Background: an optimization exercise with open tools, aiming at small area, a short achievable clock period and few clock cycles. Do not read the settings as production practice. In this exercise RTL edits were held to simulation tests only and were not proved equivalent to the original. Power is estimated from default activity; no workload was simulated.

Design usb_app, start of the top module:
module usb_app #(
   parameter int RAM_DEPTH = 256,
   parameter int WAIT_W    = 8
) (
   input  logic       clk_i,
   input  logic       rstn_i,
   input  logic [7:0] out_data_i,
   input  logic       out_valid_i,
   output logic       out_ready_o,
   output logic [7:0] in_data_o,
   output logic       in_valid_o,
   input  logic       in_ready_i
);
   logic        rst_meta;
   logic        rstn;
   logic        wait_set;
   logic [7:0]  wait_val;
   logic        paced;
   logic        wait_nz;
   logic        pace_free;
   logic        pcrc_init, pcrc_upd, pcrc_load;
   logic [7:0]  pcrc_data;
   logic [31:0] pcrc;
   logic        gcrc_init, gcrc_upd, gcrc_load;
   logic [7:0]  gcrc_data;
   logic [31:0] gcrc_load_val;
   logic [31:0] gcrc;
   logic        lfsr_load, lfsr_step;
   logic [23:0] lfsr_load_val;
   logic [23:0] lfsr;
   logic        wr_en, wr_cont, wr_ok, wr_idle;
   logic [7:0]  wr_addr, wr_data;
   logic        rd_start, rd_take, rd_ok;
   logic [7:0]  rd_addr, rd_data;
   always_ff @(posedge clk_i or negedge rstn_i) begin
      if (!rstn_i) begin
         rst_meta <= 1'b0;
         rstn     <= 1'b0;
      end else begin
         rst_meta <= 1'b1;
         rstn     <= rst_meta;
      end
   end
   app_ctrl u_ctrl (
      .clk_i, .rstn,
      .out_data_i, .out_valid_i, .out_ready_o,
      .in_data_o, .in_valid_o, .in_ready_i,
      .wait_set_o(wait_set), .wait_val_o(wait_val), .paced_o(paced),
  ...
make LEC_CHECK=0 ABC_CLOCK_PERIOD_IN_PS=2400 CAP_MARGIN=20 CORE_MARGIN=2 CORE_UTILIZATION=65 SETUP_SLACK_MARGIN=2.6 SLEW_MARGIN=20 finish   # period 5.0 ns
run.sh (not shown) runs the stock make flow with config.mk's settings and CLKGATE_MAP_FILE= SYNTH_SCRIPT=/design/flow/synth_recipe.tcl, a recipe that flattens the netlist after the stock synthesis.
Testbench counts at the start, summed over its fixed seeds: cycles 7,000.
Rerun with:
CORE_UTILIZATION = 40   (was 65)
The changed run went through all stages and came out clean.
First-iteration DRC count went down by 23%.
Setup slack gets better by 140 ps.
Total power went up by 1.9%.
Synthesized cell count stays the same.
Clock power went up by about 4%.
Critical path depth went up by 5.
Non-clock buffer count went down by 59.
Clock skew went up by 28 ps.
Count of clock-buffer cells in the layout went up by 6.
Final area went down by 0.59%.
Rerun with:
ABC_CLOCK_PERIOD_IN_PS = default   (was 2400)
SETUP_SLACK_MARGIN = default   (was 2.6)
Effect:
- The changed run finished with timing, DRC and antenna clean
- wire length decreases by 7.3%
- cell area decreases by 7.6%
- clock skew increases by 16 ps
- global-route usage decreases by 0.92 points
- count of clock-buffer cells in the layout decreases by 17
- maximum frequency decreases by 17%
- core utilization decreases by 3.9 points
- hold slack is about the same
- critical path depth decreases by 5
- synthesized area does not change
- via count decreases by 5.1%

========
usb_app, a different RTL version from the one above (not shown whole).
For scale: about 22 I/O pins, ~0.064 mm² of cells after synthesis.
Design usb_app, start of the top module:
module usb_app #(
   parameter int RAM_DEPTH = 256,
   parameter int WAIT_W    = 8
) (
   input  logic       clk_i,
   input  logic       rstn_i,
   input  logic [7:0] out_data_i,
   input  logic       out_valid_i,
   output logic       out_ready_o,
   output logic [7:0] in_data_o,
   output logic       in_valid_o,
   input  logic       in_ready_i
);
   logic        rst_meta;
   logic        rstn;
   logic        wait_set;
   logic [7:0]  wait_val;
   logic        paced;
   logic        wait_nz;
   logic        pace_free;
   logic        pace_near_free;
   logic        pcrc_en, pcrc_init, pcrc_upd, pcrc_load;
   logic [7:0]  pcrc_data;
   logic [31:0] pcrc;
   logic        gcrc_en, gcrc_init, gcrc_upd, gcrc_load;
   logic [7:0]  gcrc_data;
   logic [31:0] gcrc_load_val;
   logic [31:0] gcrc;
   logic        lfsr_load, lfsr_step;
   logic [23:0] lfsr_load_val;
   logic [23:0] lfsr;
   logic        set_addr, zero_addr;
   logic [7:0]  set_val;
   logic        wr_en, wr_cont, wr_ok, wr_idle;
   logic [7:0]  wr_data;
   logic        rd_start, rd_take, rd_ok;
   logic [7:0]  rd_data;
   always_ff @(posedge clk_i or negedge rstn_i) begin
      if (!rstn_i) begin
         rst_meta <= 1'b0;
         rstn     <= 1'b0;
      end else begin
         rst_meta <= 1'b1;
         rstn     <= rst_meta;
      end
   end
   app_ctrl u_ctrl (
      .clk_i, .rstn,
      .out_data_i, .out_valid_i, .out_ready_o,
      .in_data_o, .in_valid_o, .in_ready_i,
      .wait_set_o(wait_set), .wait_val_o(wait_val), .paced_o(paced),
      .wait_nz_i(wait_nz), .pace_free_i(pace_free), .pace_near_free_i(pace_near_free),
      .pcrc_en_o(pcrc_en), .pcrc_init_o(pcrc_init), .pcrc_upd_o(pcrc_upd), .pcrc_data_o(pcrc_data), .pcrc_i(pcrc),
      .gcrc_en_o(gcrc_en), .gcrc_init_o(gcrc_init), .gcrc_upd_o(gcrc_upd), .gcrc_data_o(gcrc_data),
      .gcrc_load_o(gcrc_load), .gcrc_load_val_o(gcrc_load_val), .gcrc_i(gcrc),
      .lfsr_load_o(lfsr_load), .lfsr_load_val_o(lfsr_load_val), .lfsr_step_o(lfsr_step), .lfsr_i(lfsr),
      .set_addr_o(set_addr), .set_val_o(set_val), .zero_addr_o(zero_addr),
      .wr_en_o(wr_en), .wr_data_o(wr_data), .wr_cont_o(wr_cont),
      .wr_ok_i(wr_ok), .wr_idle_i(wr_idle),
  ...
Settings: LEC_CHECK=0, ABC_CLOCK_PERIOD_IN_PS=2400, CAP_MARGIN=20, CORE_MARGIN=2, CORE_UTILIZATION=50, CTS_CLUSTER_DIAMETER=60, CTS_CLUSTER_SIZE=25, PLACE_DENSITY=0.75, SETUP_SLACK_MARGIN=2.6, SLEW_MARGIN=20; clock period 5.0 ns.
The first run produced a clean layout.
Testbench counts at the start, summed over its fixed seeds: cycles 7,044.
Then changed:
- SETUP_SLACK_MARGIN: 2.6 -> 2.7
Effect: Synthesized cell count stays the same; via count increases by about 1.7%; sequential share of layout area decreases by 0.93 points; clock power decreases by about 5%; worst setup slack got worse by 0.046 ns; core utilization increases by 0.77 points.
Then changed:
- CORE_UTILIZATION: 50 -> 58
- SETUP_SLACK_MARGIN: 2.7 -> 2.6
Result: Clock-buffer cell count increases by 13; wire length hardly moves; sequential power hardly moves; power decreases slightly; global-route usage increases by 3.7 points; worst hold slack improved by 0.013 ns; fmax decreases by a few percent.

========
## try-onyx
Starting RTL as in the previous note.
## usb_app
module usb_app #(
   parameter int RAM_DEPTH = 256,
   parameter int WAIT_W    = 8
) (
   input  logic       clk_i,
   input  logic       rstn_i,
   input  logic [7:0] out_data_i,
   input  logic       out_valid_i,
   output logic       out_ready_o,
   output logic [7:0] in_data_o,
   output logic       in_valid_o,
   input  logic       in_ready_i
);
   logic        rst_meta;
   logic        rstn;
   logic        wait_set;
   logic [7:0]  wait_val;
   logic        paced;
   logic        wait_nz;
   logic        pace_free;
   logic        pace_near_free;
   logic        pcrc_en, pcrc_init, pcrc_upd, pcrc_load;
   logic [7:0]  pcrc_data;
   logic [31:0] pcrc;
   logic        gcrc_en, gcrc_init, gcrc_upd, gcrc_load;
   logic [7:0]  gcrc_data;
   logic [31:0] gcrc_load_val;
   logic [31:0] gcrc;
   logic        lfsr_load, lfsr_step;
   logic [23:0] lfsr_load_val;
   logic [23:0] lfsr;
   logic        set_addr, zero_addr;
   logic [7:0]  set_val;
   logic        wr_en, wr_cont, wr_ok, wr_idle;
   logic [7:0]  wr_data;
   logic        rd_start, rd_take, rd_ok;
   logic [7:0]  rd_data;
   always_ff @(posedge clk_i or negedge rstn_i) begin
      if (!rstn_i) begin
         rst_meta <= 1'b0;
         rstn     <= 1'b0;
      end else begin
         rst_meta <= 1'b1;
         rstn     <= rst_meta;
      end
   end
   app_ctrl u_ctrl (
      .clk_i, .rstn,
      .out_data_i, .out_valid_i, .out_ready_o,
      .in_data_o, .in_valid_o, .in_ready_i,
      .wait_set_o(wait_set), .wait_val_o(wait_val), .paced_o(paced),
      .wait_nz_i(wait_nz), .pace_free_i(pace_free), .pace_near_free_i(pace_near_free),
      .pcrc_en_o(pcrc_en), .pcrc_init_o(pcrc_init), .pcrc_upd_o(pcrc_upd), .pcrc_data_o(pcrc_data), .pcrc_i(pcrc),
      .gcrc_en_o(gcrc_en), .gcrc_init_o(gcrc_init), .gcrc_upd_o(gcrc_upd), .gcrc_data_o(gcrc_data),
      .gcrc_load_o(gcrc_load), .gcrc_load_val_o(gcrc_load_val), .gcrc_i(gcrc),
      .lfsr_load_o(lfsr_load), .lfsr_load_val_o(lfsr_load_val), .lfsr_step_o(lfsr_step), .lfsr_i(lfsr),
      .set_addr_o(set_addr), .set_val_o(set_val), .zero_addr_o(zero_addr),
      .wr_en_o(wr_en), .wr_data_o(wr_data), .wr_cont_o(wr_cont),
      .wr_ok_i(wr_ok), .wr_idle_i(wr_idle),
      .rd_start_o(rd_start), .rd_take_o(rd_take),
      .rd_ok_i(rd_ok), .rd_data_i(rd_data)
   );
   byte_pacer #(.WAIT_W(WAIT_W)) u_pacer (
      .clk_i, .rstn,
  ...
==> flow/config.mk <==
export PLATFORM = sky130hd
export DESIGN_NAME = usb_app
export DESIGN_NICKNAME = usb_app
export VERILOG_FILES = /design/flow/design.v
export SDC_FILE = /design/flow/constraint.sdc
export NUM_CORES = 4
export LEC_CHECK = 0
export ABC_CLOCK_PERIOD_IN_PS = 2400
export CAP_MARGIN = 20
export CORE_MARGIN = 2
export CORE_UTILIZATION = 50
export CTS_CLUSTER_DIAMETER = 65
export CTS_CLUSTER_SIZE = 30
export PLACE_DENSITY = 0.75
export SETUP_SLACK_MARGIN = 2.6
export SLEW_MARGIN = 20
==> flow/constraint.sdc <==
create_clock -name core_clock -period 5.0 [get_ports {clk_i}]
set_input_delay 1.0000 -clock core_clock [delete_from_list [all_inputs] [get_ports {clk_i}]]
set_output_delay 1.0000 -clock core_clock [all_outputs]
set_load 0.01 [all_outputs]
try-onyx finished end to end and its layout was clean on timing, DRC and antenna.
Testbench counts of try-onyx, summed over its fixed seeds: cycles 7,044.
--- input diff try-onyx..try-fjord ---
Settings: swapping 65 for 62 in CTS_CLUSTER_DIAMETER; swapping 0.75 for 0.76 in PLACE_DENSITY; swapping 30 for 28 in CTS_CLUSTER_SIZE.
- try-fjord finished every step from synthesis to the final layout, and the layout passed the timing, DRC and antenna checks.
- Leakage power summed over all cells across try-fjord and try-onyx: no real change.
- From try-onyx to try-fjord the numbers moved as follows: total length of routed wires decreased about 0.3%; final design area excluding fillers stayed essentially flat; power consumption about even; average wire per cell in the routed design went down.
- Register bit count reported by yosys: try-fjord vs try-onyx identical
- [compare] base=try-onyx new=try-fjord: sequential fraction of total cell area was more or less identical; global-route usage lost 0.21 points.
Edits applied to the flow inputs when going from try-fjord to try-ember:
Settings: a change of CTS_CLUSTER_DIAMETER from 62 to 65; a change of CTS_CLUSTER_SIZE from 28 to 30; a change of PLACE_DENSITY from 0.76 to 0.72.
==> comparison <==
The post-route core utilization on try-ember is in line with that on try-fjord. Routability congestion estimate in try-ember vs try-fjord: down about 0.6%. try-ember against try-fjord: placed instance area about even, post-synthesis cell area held, worst setup margin has decreased, maximum clock skew at final layout did not really move, initial detailed-routing violation count shows a reduction of 6.4%. As far as sequential power is concerned, try-fjord and try-ember perform about the same. Run comparison: try-fjord path category of the worst min-delay check reg2reg; try-ember path category of the worst min-delay check reg2async.
Changes in try-juniper relative to try-ember:
Settings: swapping 0.72 for 0.8 in PLACE_DENSITY.
[summary]
Top layer used by detailed routing = met5: try-ember; top layer used by detailed routing = met4: try-juniper. A type of the most critical hold path of reg2async is what try-ember shows, while reg2reg belongs to try-juniper. Count of clock-buffer cells in the layout came out lower on try-juniper than on try-ember. From try-ember to try-juniper the numbers moved as follows: share of post-route cells with drive strength above 1 saw a decrease; minimum hold slack saw an increase.
What try-umber does differently from try-juniper at the input level:
Settings: SETUP_SLACK_MARGIN: 2.6 -> 2.55; CTS_CLUSTER_SIZE: 30 -> 25; PLACE_DENSITY: 0.8 -> 0.75; CTS_CLUSTER_DIAMETER: 65 -> 60.
Notes after the runs:
Compared with try-juniper, try-umber shows a worst setup skew after layout that is 0.0036 ns lower. Total power draw for try-umber is higher than for try-juniper. Maximum number of pins on one net before global-route repair ends up higher on try-juniper. On clock input transition at the sequential cells of the worst setup and hold paths, try-umber and try-juniper are neck and neck. Number of fill cells of try-umber exceeds that of try-juniper by a few percent. Diff try-juniper -> try-umber: area occupied by registers did not really move; final layout net count barely changed; TritonCTS buffer count saw an increase; total wire length after detailed routing -0.65%.
Here is what was changed in the inputs of try-sierra compared with try-umber.
Settings: SETUP_SLACK_MARGIN changed from 2.55 to 2.6; PLACE_DENSITY changed from 0.75 to 0.88.
Findings:
Between try-sierra and try-umber, wire length of the first global-routing pass is higher for try-sierra, try-umber comes in under that. Hold slack: lower on try-sierra. try-umber has lower net switching fraction of the power than try-sierra. In the metrics for try-sierra and try-umber, the one carrying the lower total length of routed wires is try-umber.

========
Another version of the RTL of usb_app (not shown whole).
Size in the first run: about 4600 cells after synthesis, ~2400 flip-flops, roughly 0.064 sq mm of cells after synthesis.
clock: 5.0 ns
lec_check: 0
abc_clock_period_in_ps: 2400
cap_margin: 20
core_margin: 2
core_utilization: 50
cts_cluster_diameter: 70
cts_cluster_size: 32
setup_slack_margin: 2.6
slew_margin: 20
The starting point ran to the end with no violations.
Testbench counts at the start, summed over its fixed seeds: cycles 7,021.
Edit:
Settings changed: CTS_CLUSTER_DIAMETER 70 to 60, CTS_CLUSTER_SIZE 32 to 25.
What happened:
- via count rises slightly
- routed wire length increases slightly
- die area does not change
- setup slack is better by 58 ps
- flip-flop and latch count does not change
- first-iteration DRC count fell by a few percent
- synthesized area does not change

========
RTL: one of the versions met above, not the one the previous note started from.
Size: about 4300 cells after synthesis, about 2400 flip-flops, roughly 22 I/O pins, ~0.064 mm2 of cells after synthesis.
// usb_app
module usb_app #(
   parameter int RAM_DEPTH = 256,
   parameter int WAIT_W    = 8
) (
   input  logic       clk_i,
   input  logic       rstn_i,
   input  logic [7:0] out_data_i,
   input  logic       out_valid_i,
   output logic       out_ready_o,
   output logic [7:0] in_data_o,
   output logic       in_valid_o,
   input  logic       in_ready_i
);
==> flow/config.mk <==
export PLATFORM = sky130hd
export DESIGN_NAME = usb_app
export DESIGN_NICKNAME = usb_app
export VERILOG_FILES = /design/flow/design.v
export SDC_FILE = /design/flow/constraint.sdc
export NUM_CORES = 4
export LEC_CHECK = 0
export ABC_CLOCK_PERIOD_IN_PS = 2400
export CAP_MARGIN = 20
export CORE_MARGIN = 2
export CORE_UTILIZATION = 50
export CTS_BUF_LIST = sky130_fd_sc_hd__clkbuf_8
export CTS_CLUSTER_DIAMETER = 50
export CTS_CLUSTER_SIZE = 20
export SETUP_SLACK_MARGIN = 2.6
export SLEW_MARGIN = 20
==> flow/constraint.sdc <==
create_clock -name core_clock -period 5.0 [get_ports {clk_i}]
set_input_delay 1.0000 -clock core_clock [delete_from_list [all_inputs] [get_ports {clk_i}]]
set_output_delay 1.0000 -clock core_clock [all_outputs]
set_load 0.01 [all_outputs]
Testbench counts at the start, summed over its fixed seeds: cycles 7,044.
Edit:
- CTS_BUF_LIST: sky130_fd_sc_hd__clkbuf_8 -> not set
- CTS_CLUSTER_DIAMETER: 50 -> 60
- CTS_CLUSTER_SIZE: 20 -> 25
Die area does not change.
Via count decreases by 0.74%.
Design area grows by 0.40%.
Clock power increases by about 10%.
Core utilization went up by 0.23 points.
Edit:
- PLACE_DENSITY: not set -> 0.7
- The new run ran to the end with no violations
- via count barely changes
- setup slack is better by 0.12 ns
- clock-buffer cell count is lower by 16
- hold slack loses 0.17 ns
- global-route usage falls by 0.68 points
- die area is unchanged
- wire length fell by 2.4%
- synthesized area stays the same
- cell count shrinks by 0.68%
Edit:
- CTS_BUF_LIST: not set -> sky130_fd_sc_hd__clkbuf_8
- CTS_CLUSTER_DIAMETER: 60 -> 45
- CTS_CLUSTER_SIZE: 25 -> 18
- PLACE_DENSITY: 0.7 -> 0.75
The new run finished with timing, DRC and antenna clean.
Routed wire length is lower slightly.
Design area drops slightly.
Global-route usage hardly moves.
Via count climbs slightly.
Cell count went up slightly.
Count of clock-buffer cells in the layout is higher by 35.
Total power drops by a few percent.
Setup slack degrades by 0.026 ns.
Synthesized cell count stays the same.
Clock skew grows by 0.0033 ns.

[port drivers added, routing unchanged]
The results above use ideal ports. As a check the final layouts listed here were re-extracted and re-timed, cells and wires unchanged. Step 1 (the two cells are an assumption about what drives the block):
set clk [get_ports {clk_i}]
set_driving_cell -lib_cell sky130_fd_sc_hd__clkbuf_16 $clk
set_driving_cell -lib_cell sky130_fd_sc_hd__buf_2 [delete_from_list [all_inputs] $clk]
Step 2 also shifts input and output timing later by t, the mid clock arrival at the registers, as if the neighbouring blocks saw the same clock. Slacks: ideal / step 1 / step 2; pairs: ideal / step 1.
run | shift t [ns] | setup WS [ns] | hold WS [ns] | latest minus earliest clock arrival (ns) | worst register clock-pin slew, ns
the first run of note 1 | 0.863 | 1.512 / 1.512 / 0.802 | 0.277 / 0.277 / 0.277 | 0.058 / 0.059 | 0.07 / 0.07
the second run of note 1 | 0.890 | 1.653 / 1.678 / 0.819 | 0.265 / 0.265 / 0.265 | 0.083 / 0.084 | 0.07 / 0.07
the third run of note 1 | 0.881 | 0.987 / 0.987 / 0.305 | 0.263 / 0.263 / 0.263 | 0.100 / 0.100 | 0.07 / 0.07
the first run of note 2 | 0.823 | 2.617 / 2.598 / 1.839 | 0.311 / 0.311 / 0.311 | 0.062 / 0.062 | 0.10 / 0.10
the second run of note 2 | 0.799 | 2.571 / 2.571 / 1.811 | 0.281 / 0.281 / 0.281 | 0.098 / 0.098 | 0.10 / 0.10
the third run of note 2 | 0.818 | 2.491 / 2.491 / 1.788 | 0.294 / 0.294 / 0.294 | 0.060 / 0.061 | 0.10 / 0.10
try-onyx | 0.794 | 2.578 / 2.578 / 1.869 | 0.262 / 0.262 / 0.262 | 0.121 / 0.122 | 0.11 / 0.11
try-fjord | 0.805 | 2.595 / 2.579 / 1.830 | 0.287 / 0.287 / 0.287 | 0.088 / 0.089 | 0.10 / 0.10
try-ember | 0.806 | 2.546 / 2.580 / 1.774 | 0.178 / 0.178 / 0.178 | 0.088 / 0.088 | 0.11 / 0.11
try-juniper | 0.777 | 2.548 / 2.548 / 1.823 | 0.266 / 0.266 / 0.266 | 0.077 / 0.077 | 0.11 / 0.11
try-umber | 0.835 | 2.521 / 2.520 / 1.769 | 0.289 / 0.289 / 0.289 | 0.061 / 0.062 | 0.10 / 0.10
try-sierra | 0.839 | 2.510 / 2.524 / 1.711 | 0.254 / 0.254 / 0.254 | 0.085 / 0.086 | 0.11 / 0.11
the first run of note 4 | 0.825 | 2.404 / 2.404 / 1.755 | 0.303 / 0.303 / 0.303 | 0.056 / 0.056 | 0.12 / 0.12
the second run of note 4 | 0.855 | 2.461 / 2.426 / 1.814 | 0.299 / 0.299 / 0.299 | 0.043 / 0.043 | 0.09 / 0.09
the first run of note 5 | 0.960 | 2.497 / 2.489 / 1.587 | 0.271 / 0.241 / 0.305 | 0.098 / 0.098 | 0.12 / 0.12
the second run of note 5 | 0.833 | 2.471 / 2.498 / 1.664 | 0.295 / 0.295 / 0.295 | 0.042 / 0.041 | 0.10 / 0.10
the third run of note 5 | 0.828 | 2.593 / 2.593 / 1.799 | 0.126 / 0.126 / 0.126 | 0.055 / 0.055 | 0.09 / 0.09
the fourth run of note 5 | 0.947 | 2.566 / 2.520 / 1.672 | 0.259 / 0.210 / 0.307 | 0.061 / 0.060 | 0.12 / 0.12
After both steps setup and hold are still met in every run listed. For the first run of note 5, which loses most, drivers alone change the setup slack by -0.008 ns; drivers and shift together by -0.910 ns.
